Source: an optimization exercise on an open RTL-to-GDS flow (aim: small area, a short achievable clock period and few clock cycles per item). Production flows keep margins and buffers that such runs may drop. Function was checked by simulation only, so behaviour that the tests miss may differ from the original. Power is estimated from default activity; no workload was simulated.

==> v32: inputs <==
==> flow/design.v (excerpt) <==
module idle_connection_timing_wheel_top #(
    parameter int MAX_CONNECTIONS = ictw_pkg::DEF_MAX_CONNECTIONS,
    parameter int MAX_SLOTS       = ictw_pkg::DEF_MAX_SLOTS
) (
    input  logic                             i_clk,
    input  logic                             i_rst_n,
    input  logic                             i_req_valid,
    output logic                             o_req_ready,
    input  logic [ictw_pkg::CMD_W-1:0]       i_req_command,
    input  logic [ictw_pkg::CONN_W-1:0]      i_req_connection,
    output logic                             o_rsp_valid,
    input  logic                             i_rsp_ready,
    output logic [ictw_pkg::KIND_W-1:0]      o_rsp_event_kind,
    output logic [ictw_pkg::CONN_W-1:0]      o_rsp_event_connection,
    output logic                             o_rsp_last,
    input  logic                             i_cfg_we,
    input  logic [ictw_pkg::TIMEOUT_W-1:0]   i_cfg_wdata
);
==> flow/config.mk <==
export PLATFORM = sky130hd
export DESIGN_NAME = idle_connection_timing_wheel_top
export DESIGN_NICKNAME = idle_connection_timing_wheel_top
export VERILOG_FILES = /design/flow/design.v
export SDC_FILE = /design/flow/constraint.sdc
export NUM_CORES = 4
export LEC_CHECK = 0
export CAP_MARGIN = 20
export CELL_PAD_IN_SITES_DETAIL_PLACEMENT = 4
export CELL_PAD_IN_SITES_GLOBAL_PLACEMENT = 4
export CORE_MARGIN = 2
export CORE_UTILIZATION = 35
export PLACE_DENSITY = 0.6
export SETUP_SLACK_MARGIN = 4
export SLEW_MARGIN = 20
export SYNTH_MEMORY_MAX_BITS = 8192
==> flow/constraint.sdc <==
create_clock -name core_clock -period 8.0 [get_ports {i_clk}]
set_input_delay 1.6000 -clock core_clock [delete_from_list [all_inputs] [get_ports {i_clk}]]
set_output_delay 1.6000 -clock core_clock [all_outputs]
set_load 0.01 [all_outputs]
run.sh (not shown) runs the stock make flow with config.mk's settings and CLKGATE_MAP_FILE= SYNTH_SCRIPT=/design/flow/synth_recipe.tcl, a recipe that flattens the netlist after the stock synthesis.
==> inputs of v3, as changes to v32 <==
--- a/flow/design.v
+++ b/flow/design.v
@@ -222,16 +222,16 @@
         rd_raw = '0;
         for (int r = 0; r < NS; r++) begin
             rd_raw = rd_raw | (r_slot[r] & {NC{r_rsel[r]}});
         end
     end
+    logic [NC-1:0] rd_one, rd_zero, rd_plain;
     always_comb begin
-        if (hit_c) begin
-            rd = '0;
-        end else begin
-            rd = (rd_raw ^ {NC{r_ph}}) | (scol & {NC{hit_s}});
-        end
+        rd_one  = {NC{!hit_c}} & ({NC{!r_ph}} | (scol & {NC{hit_s}}));
+        rd_zero = {NC{!hit_c}} & ({NC{r_ph}}  | (scol & {NC{hit_s}}));
+        rd      = (rd_raw & rd_one) | (~rd_raw & rd_zero);
+        rd_plain = rd_raw ^ {NC{r_ph}};
     end
     always_ff @(posedge i_clk) begin
         if (r_rl == RL_N1) begin
             r_nrow1 <= rd | (col & {NC{enter_go && r_n2}});
         end else if (tick_go) begin
@@ -242,11 +242,11 @@
     end
     always_ff @(posedge i_clk) begin
         if (!i_rst_n) begin
             r_nm <= '0;
         end else if ((r_rl == RL_NM) || (r_rl == RL_TNM)) begin
-            r_nm <= rd;
+            r_nm <= rd_plain;
         end else if (tick_go) begin
             r_nm <= '0;
         end else if (enter_go) begin
             r_nm <= r_nm | col;
         end
- CELL_PAD_IN_SITES_DETAIL_PLACEMENT: 4 -> 2
- CELL_PAD_IN_SITES_GLOBAL_PLACEMENT: 4 -> 2
- CORE_UTILIZATION: 35 -> 40
- CTS_CLUSTER_DIAMETER: not set -> 80
- CTS_CLUSTER_SIZE: not set -> 20
- SETUP_SLACK_MARGIN: 4 -> 4.3
==> inputs of v29, as changes to v32 <==
- CELL_PAD_IN_SITES_DETAIL_PLACEMENT: 4 -> 2
- CELL_PAD_IN_SITES_GLOBAL_PLACEMENT: 4 -> 2
- CORE_UTILIZATION: 35 -> 40
==> comparison table <==
item                                                                             v32                      v29                      v3
Worst Hold Path Cells                                                              -                        1                       1
DRT antenna net count                                                              -                        0                       0
Worst-case setup slack after placement                                             -                  2950 ps                 2900 ps
Longest individual stage delay on the worst path                                   -                  1060 ps                  610 ps
Met2 Use GR                                                                        -                    67.7%                   66.5%
Drt via density                                                                    -                     7.04                    7.14
Largest net degree at the start of global routing                                  -                      110                     104
Met3 Resource Use GR                                                               -                    8.73%                   7.97%
Critical path class                                                                -   flip-flop to flip-flop  flip-flop to flip-flop
Net count of the mapped netlist                                                21200                    21200                   20700
TritonCTS Sinks                                                                    -                     5039                    5039
Routed len/inst                                                                    -                  41.3 um                 42.0 um
Effective utilization at floorplan                                             35.2%                    40.1%                   40.2%
Max Transition Viols Final                                                         -                        0                      35
Fraction of final layout cells sized beyond drive strength 1                       -                    9.75%                   9.75%
Post-route minimum period                                                          -                  4210 ps                 3930 ps
Number of hold violations in the final report                                      -                        0                       0
Power, Total                                                                       -                  68.7 mW                 59.9 mW
Outcome                                                       stopped before the end  complete, no violations         failed layout checks
Stage where the flow stopped                                      detailed placement                        -                       -
Violated checks                                                                    -                        -     max-slew violations
Combinational cell power                                                           -                  9.67 mW                 9.77 mW
Testbench counts of v32, summed over its fixed seeds: cycles 11,461, requests 11,200.
Testbench counts of v3, summed over its fixed seeds: cycles 11,461, requests 11,200.
Testbench counts of v29, summed over its fixed seeds: cycles 11,461, requests 11,200.

---

==> run K: inputs <==
RTL: one of the versions met above, not the one the previous note started from.
## idle_connection_timing_wheel_top
module idle_connection_timing_wheel_top #(
    parameter int MAX_CONNECTIONS = ictw_pkg::DEF_MAX_CONNECTIONS,
    parameter int MAX_SLOTS       = ictw_pkg::DEF_MAX_SLOTS
) (
    input  logic                             i_clk,
    input  logic                             i_rst_n,
    input  logic                             i_req_valid,
    output logic                             o_req_ready,
    input  logic [ictw_pkg::CMD_W-1:0]       i_req_command,
    input  logic [ictw_pkg::CONN_W-1:0]      i_req_connection,
    output logic                             o_rsp_valid,
    input  logic                             i_rsp_ready,
    output logic [ictw_pkg::KIND_W-1:0]      o_rsp_event_kind,
    output logic [ictw_pkg::CONN_W-1:0]      o_rsp_event_connection,
    output logic                             o_rsp_last,
    input  logic                             i_cfg_we,
    input  logic [ictw_pkg::TIMEOUT_W-1:0]   i_cfg_wdata
);
clock: 8.0 ns
lec_check: 0
cap_margin: 20
cell_pad_in_sites_detail_placement: 2
cell_pad_in_sites_global_placement: 2
core_margin: 2
core_utilization: 40
cts_cluster_diameter: 80
cts_cluster_size: 20
place_density: 0.6
setup_slack_margin: 4
slew_margin: 40
synth_memory_max_bits: 8192
==> run Y (differences from run K) <==
--- a/flow/design.v
+++ b/flow/design.v
@@ -221,18 +221,18 @@
     always_comb begin
         rd_raw = '0;
         for (int r = 0; r < NS; r++) begin
             rd_raw = rd_raw | (r_slot[r] & {NC{r_rsel[r]}});
         end
     end
-    logic [NC-1:0] rd_one, rd_zero, rd_plain;
     always_comb begin
-        rd_one  = {NC{!hit_c}} & ({NC{!r_ph}} | (scol & {NC{hit_s}}));
-        rd_zero = {NC{!hit_c}} & ({NC{r_ph}}  | (scol & {NC{hit_s}}));
-        rd      = (rd_raw & rd_one) | (~rd_raw & rd_zero);
-        rd_plain = rd_raw ^ {NC{r_ph}};
+        if (hit_c) begin
+            rd = '0;
+        end else begin
+            rd = (rd_raw ^ {NC{r_ph}}) | (scol & {NC{hit_s}});
+        end
     end
     always_ff @(posedge i_clk) begin
         if (r_rl == RL_N1) begin
             r_nrow1 <= rd | (col & {NC{enter_go && r_n2}});
         end else if (tick_go) begin
             r_nrow1 <= rd;
@@ -241,13 +241,13 @@
         end
     end
     always_ff @(posedge i_clk) begin
         if (!i_rst_n) begin
             r_nm <= '0;
         end else if ((r_rl == RL_NM) || (r_rl == RL_TNM)) begin
-            r_nm <= rd_plain;
+            r_nm <= rd;
         end else if (tick_go) begin
             r_nm <= '0;
         end else if (enter_go) begin
             r_nm <= r_nm | col;
         end
     end
Settings changed: SLEW_MARGIN 40 to 20.
==> run M (differences from run K) <==
Settings changed: SLEW_MARGIN 40 to 20.
==> impl_metrics.yaml <==
status:
  status: "no timing/DRC/antenna violations"
timing:
  slew_headroom: 0.1772
  period_needed_ns: 4.167
finish:
  multi_input_gates: 13340
setup_path:
  path_max_fanout: 24
die:
  taps: 6400
[end of results for run K]
==> impl_metrics.yaml <==
timing:
  period_needed_ns: 4.266
  slew_headroom: -0.007619
  finalMaxSlewViolations: 9
setup_path:
  path_max_fanout: 17
status:
  check.faults: "slew limit"
  status: "finished with violations"
die:
  taps: 6450
hold_path:
  hold_class: "reg2reg"
power:
  pwr-share-clk: 0.300
[end of results for run Y]
==> impl_metrics.yaml <==
setup_path:
  path_max_fanout: 24
timing:
  period_needed_ns: 4.206
  finClkSkew_ns: 0.1006
finish:
  layout_common_cells: "dfxtp_1 (4796), a21oi_1 (4644), a221oi_1 (1223)"
status:
  status: "no timing/DRC/antenna violations"
[end of results for run M]
Testbench counts of run K, summed over its fixed seeds: cycles 11,461, requests 11,200.
Testbench counts of run Y, summed over its fixed seeds: cycles 11,461, requests 11,200.
Testbench counts of run M, summed over its fixed seeds: cycles 11,461, requests 11,200.

[port drivers added, routing unchanged]
No port has a modelled driver above. Below, the same layouts with a new extraction and two added sets of constraints.
Step 1 (the two cells are an assumption about what drives the block):
set clk [get_ports {i_clk}]
set_driving_cell -lib_cell sky130_fd_sc_hd__clkbuf_16 $clk
set_driving_cell -lib_cell sky130_fd_sc_hd__buf_2 [delete_from_list [all_inputs] $clk]
Step 2 moves the port delays by t, midway between the first and last clock arrival at a register: inputs arrive t later, outputs are due t later. That takes back most of the time a late clock gives input paths.
a / b / c = ideal ports / drivers / drivers and shift; a / b = the first two.
run	t, ns	setup WS [ns]	worst hold slack (ns)	worst setup path at the end	clock arrival spread, ns
v3	1.145	4.071 / 4.071 / 4.071	0.414 / 0.414 / 0.414	register to register	0.111 / 0.112
v29	1.218	3.787 / 3.787 / 3.787	0.411 / 0.411 / 0.411	register to register	0.086 / 0.085
run K	1.147	3.833 / 3.833 / 3.781	0.412 / 0.412 / 0.412	input to register	0.087 / 0.088
run Y	1.155	3.734 / 3.734 / 3.734	0.414 / 0.414 / 0.414	register to register	0.090 / 0.089
run M	1.143	3.794 / 3.794 / 3.794	0.413 / 0.413 / 0.413	register to register	0.101 / 0.101
The setup slack of run K, which loses most, moves by 0.000 ns with the drivers and by -0.052 ns with both steps.
